This is an optimization exercise on Yosys and OpenROAD, whose aim is small area, not a production implementation. Only simulation tests tie the RTL to the original design; equivalence was not proved. Power and IR drop assume default switching activity.

raven:
==> flow/design.v <==
`timescale 1ns/10ps
`default_nettype none
module axi_mem (
  input  wire        aclk,
  input  wire        arstn,
  input  wire [3:0]  arid,
  input  wire [31:0] araddr,
  input  wire [3:0]  arlen,
  input  wire [2:0]  arsize,
  input  wire        arvalid,
  output wire        arready,
  input  wire [3:0]  awid,
  input  wire [31:0] awaddr,
  input  wire [3:0]  awlen,
  input  wire [2:0]  awsize,
  input  wire        awvalid,
  output wire        awready,
  input  wire [31:0] wdata,
  input  wire [3:0]  wstrb,
  input  wire        wlast,
  input  wire        wvalid,
  output wire        wready,
  output wire [3:0]  rid,
  output wire [31:0] rdata,
  output wire [1:0]  rresp,
  output wire        rlast,
  output wire        rvalid,
  input  wire        rready,
  output wire [3:0]  bid,
  output wire [1:0]  bresp,
  output wire        bvalid,
  input  wire        bready
);
  logic       rd_busy;
  logic [3:0] rd_rem;      
  logic [3:0] rd_id;
  logic [6:0] rd_lo;
  logic [1:0] rd_sz;
  logic       rd_in_hi, rd_wrap_hi;
  logic       rd_err;      
  logic       rd_hold;
  logic [31:0] rd_hold_q;
  wire ar_hs = arvalid && !rd_busy;
  wire r_hs  = rd_busy && rready;
  wire rd_last = rd_rem == 4'd0;
  wire rd_adv  = r_hs && !rd_last;
  wire [7:0] rd_sum   = {1'b0, rd_lo} + (8'd1 << rd_sz);
  wire [6:0] rd_lo_n  = ar_hs ? araddr[6:0] : rd_sum[6:0];
  wire [1:0] rd_sz_n  = ar_hs ? arsize[1:0] : rd_sz;
  wire       rd_ok_sz = arsize <= 3'd2;
  wire       rd_in_n  = ar_hs ? rd_ok_sz && araddr[31:7] == 25'd0 :
                        rd_sum[7] ? rd_wrap_hi : rd_in_hi;
  wire       rd_err_n = !rd_in_n || (rd_sz_n[0] && rd_lo_n == 7'h7f) ||
                        (rd_sz_n[1] && rd_lo_n[6:2] == 5'h1f && rd_lo_n[1:0] != 2'b00);
  always_ff @(posedge aclk or negedge arstn) begin
    if (!arstn) rd_busy <= 1'b0;
    else if (ar_hs) rd_busy <= 1'b1;
    else if (r_hs && rd_last) rd_busy <= 1'b0;
  end
  always_ff @(posedge aclk) begin
    if (ar_hs) begin
      rd_rem     <= arlen;
      rd_id      <= arid;
      rd_sz      <= arsize[1:0];
      rd_wrap_hi <= rd_ok_sz && &araddr[31:7];
    end else if (rd_adv) begin
      rd_rem <= rd_rem - 4'd1;
    end
    if (ar_hs || rd_adv) begin
      rd_lo    <= rd_lo_n;
      rd_in_hi <= rd_in_n;
      rd_err   <= rd_err_n;
    end
  end
  logic       wr_busy;     
  logic       wr_resp;     
  logic [3:0] wr_rem;
  logic [3:0] wr_id;
  logic [6:0] wr_lo;
  logic [1:0] wr_sz;
  logic       wr_in_hi, wr_wrap_hi;
  logic       wr_bad;      
  wire aw_hs = awvalid && !wr_busy && !wr_resp;
  wire w_hs  = wvalid && wr_busy;
  wire b_hs  = wr_resp && bready;
  wire wr_last = wr_rem == 4'd0;
  wire wr_err  = !wr_in_hi || (wr_sz[0] && wr_lo == 7'h7f) ||
                 (wr_sz[1] && wr_lo[6:2] == 5'h1f && wr_lo[1:0] != 2'b00);
  wire [7:0] wr_next = {1'b0, wr_lo} + (8'd1 << wr_sz);
  always_ff @(posedge aclk or negedge arstn) begin
    if (!arstn) begin
      wr_busy <= 1'b0;
      wr_resp <= 1'b0;
    end else begin
      if (aw_hs) wr_busy <= 1'b1;
      else if (w_hs && wr_last) wr_busy <= 1'b0;
      if (w_hs && wr_last) wr_resp <= 1'b1;
      else if (b_hs) wr_resp <= 1'b0;
    end
  end
  always_ff @(posedge aclk) begin
    if (aw_hs) begin
      wr_rem     <= awlen;
      wr_id      <= awid;
      wr_lo      <= awaddr[6:0];
      wr_sz      <= awsize[1:0];
      wr_in_hi   <= awsize <= 3'd2 && awaddr[31:7] == 25'd0;
      wr_wrap_hi <= awsize <= 3'd2 && &awaddr[31:7];
      wr_bad     <= 1'b0;
    end else if (w_hs) begin
      wr_bad <= wr_bad || wr_err || (wlast != wr_last);
      if (!wr_last) begin
        wr_rem <= wr_rem - 4'd1;
        wr_lo  <= wr_next[6:0];
        if (wr_next[7]) wr_in_hi <= wr_wrap_hi;
      end
    end
  end
  logic [3:0] wr_size_mask, wr_lanes;
  always_comb begin
    case (wr_sz)
      2'd0:    wr_size_mask = 4'b0001;
      2'd1:    wr_size_mask = 4'b0011;
      default: wr_size_mask = 4'b1111;
    endcase
  end
  assign wr_lanes = wr_size_mask << wr_lo[1:0];
  wire [3:0] wr_be = {4{w_hs && !wr_err}} & wr_lanes & wstrb;
  logic [31:0] src [33];
  logic [32:0] src_sel;
  logic [31:0] grp_n [11];
  always_ff @(posedge aclk) begin
    rd_hold   <= rd_busy && !rready;
    rd_hold_q <= rdata;
  end
  wire rd_live = !rd_hold && !rd_err;
  assign src[32]     = rd_hold_q;
  assign src_sel[32] = rd_hold;
  for (genvar j = 0; j < 32; j++) begin : g_word
    wire wsel = wr_lo[6:2] == j;
    logic [31:0] word;
    for (genvar i = 0; i < 4; i++) begin : g_lane
      always_ff @(posedge aclk) begin
        if (wsel && wr_be[i]) word[8*i +: 8] <= wdata[8*i +: 8];
      end
    end
    assign src[j]     = word;
    assign src_sel[j] = rd_live && rd_lo[6:2] == j;
  end
  for (genvar g = 0; g < 11; g++) begin : g_grp
    for (genvar b = 0; b < 32; b++) begin : g_bit
      axi_mem_aoi222 u_aoi (
        .s (src_sel[3*g +: 3]),
        .d ({src[3*g+2][b], src[3*g+1][b], src[3*g][b]}),
        .y_n (grp_n[g][b])
      );
    end
  end
  logic [31:0] rd_word;
  always_comb begin
    rd_word = '0;
    for (int g = 0; g < 11; g++) rd_word = rd_word | ~grp_n[g];
  end
  assign arready = !rd_busy;
  assign rvalid  = rd_busy;
  assign rid     = rd_id;
  assign rdata   = rd_word;
  assign rresp   = {rd_err, 1'b0};
  assign rlast   = rd_last;
  assign awready = !wr_busy && !wr_resp;
  assign wready  = wr_busy;
  assign bvalid  = wr_resp;
  assign bid     = wr_id;
  assign bresp   = {wr_bad, 1'b0};
endmodule
module axi_mem_aoi222 (
  input  wire [2:0] s,
  input  wire [2:0] d,
  output wire       y_n
);
  assign y_n = ~|(s & d);
endmodule
`default_nettype wire
export LEC_CHECK = 0
export CAP_MARGIN = 20
export CORE_MARGIN = 2
export CORE_UTILIZATION = 50
export PLACE_DENSITY = 0.6
export SLEW_MARGIN = 20
export SYNTH_HIERARCHICAL = 1
create_clock -name core_clock -period 6.0 [get_ports {aclk}]
standard.sh (not shown) runs the stock make flow with config.mk's settings and CLKGATE_MAP_FILE= SYNTH_SCRIPT=/design/flow/synth_recipe.tcl, a recipe that flattens the netlist after the stock synthesis.
==> flow/flow/run.sh <==
#!/bin/bash
# Standard ORFS layout with buf_1 port buffers and a clock tree of larger
# sink clusters without dummy loads.
set -euo pipefail
export BUFFER_PORTS_ARGS="-buffer_cell sky130_fd_sc_hd__buf_1"
export CTS_ARGS="-sink_clustering_enable -repair_clock_nets -dont_use_dummy_load -sink_clustering_size 28 -sink_clustering_max_diameter 80"
bash standard.sh > standard.log 2>&1
raven finished end to end and its layout was clean on timing, DRC and antenna.
For indigo, these inputs were changed with respect to raven:
Settings: CORE_UTILIZATION changed from 50 to 70; PLACE_DENSITY changed from 0.6 to 0.8.
### Flow results
Each of the runs, namely indigo and raven, reached the end of the flow and came out clean.
Per the comparison of indigo with raven, clock tree skew after final layout has increased, count of clock-net buffers in the final layout moved down, time the final worst path needs with I/O delays and setup now sits lower.
indigo has die height below what raven had.
## Diff of input files: quartz against indigo
Settings: PLACE_DENSITY now 0.7, was 0.8; CORE_UTILIZATION now 60, was 70.
[summary]
- quartz: no failed stages, no open violations at the end
- As of quartz, non-clock buffer count had risen slightly compared to indigo.
- | area overhead of the layout relative to synthesis | quartz vs indigo | 0.48 points higher |
- The hold slack of quartz was inferior to that of indigo.
- A termination of the worst setup path of rdata[9] is what indigo shows, while rdata[28] belongs to quartz.
What nickel does differently from quartz at the input level:
-- flow/flow/run.sh --
<<< quartz, line 6
export CTS_ARGS="-sink_clustering_enable -repair_clock_nets -dont_use_dummy_load -sink_clustering_size 28 -sink_clustering_max_diameter 80"
>>> nickel, line 6
export CTS_ARGS="-sink_clustering_enable -repair_clock_nets -dont_use_dummy_load -sink_clustering_size 24 -sink_clustering_max_diameter 80"
## What came out
Result: PASS for each of nickel and quartz
Per the comparison of nickel with quartz, global-route usage stayed essentially flat; power rose by about 1.4%.
[nickel vs quartz] sequential fraction of design power: lower in nickel
Run comparison: nickel end point of the critical path rdata[30]; quartz end point of the critical path rdata[28]
Looking at nickel and quartz, the sum of routed wire length over all layers is a wash.
The first-pass GRT wire length was comparable across nickel and quartz.
Final critical path time including I/O delays and setup ends up lower on nickel.
Compared with quartz, nickel shows a higher part of the total power dissipated in the clock network.

port drivers added, routing unchanged:
No port has a modelled driver above. Below, the same layouts with a new extraction and two added sets of constraints. Step 1 assumes that a clkbuf_16 drives the clock port and a buf_2 every other input. Step 2, shift: input delay + t, output delay - t, t = (earliest + latest rising clock arrival at the registers) / 2. This alone moves slack from input paths to output paths. Slacks: no drivers / after step 1 / after step 2; pairs: no drivers / after step 1.
run | t, ns | setup WS [ns] | slew at the worst register clock pin (ns) | pins driven straight from the clock port
raven | 0.674 | 0.591 / 0.521 / 1.196 | 0.11 / 0.11 | 1
indigo | 0.666 | 0.678 / 0.618 / 1.284 | 0.11 / 0.11 | 1
quartz | 0.681 | 0.495 / 0.427 / 1.108 | 0.11 / 0.11 | 1
nickel | 0.691 | 0.527 / 0.462 / 1.153 | 0.10 / 0.10 | 1
After both steps setup and hold are still met in every run listed.
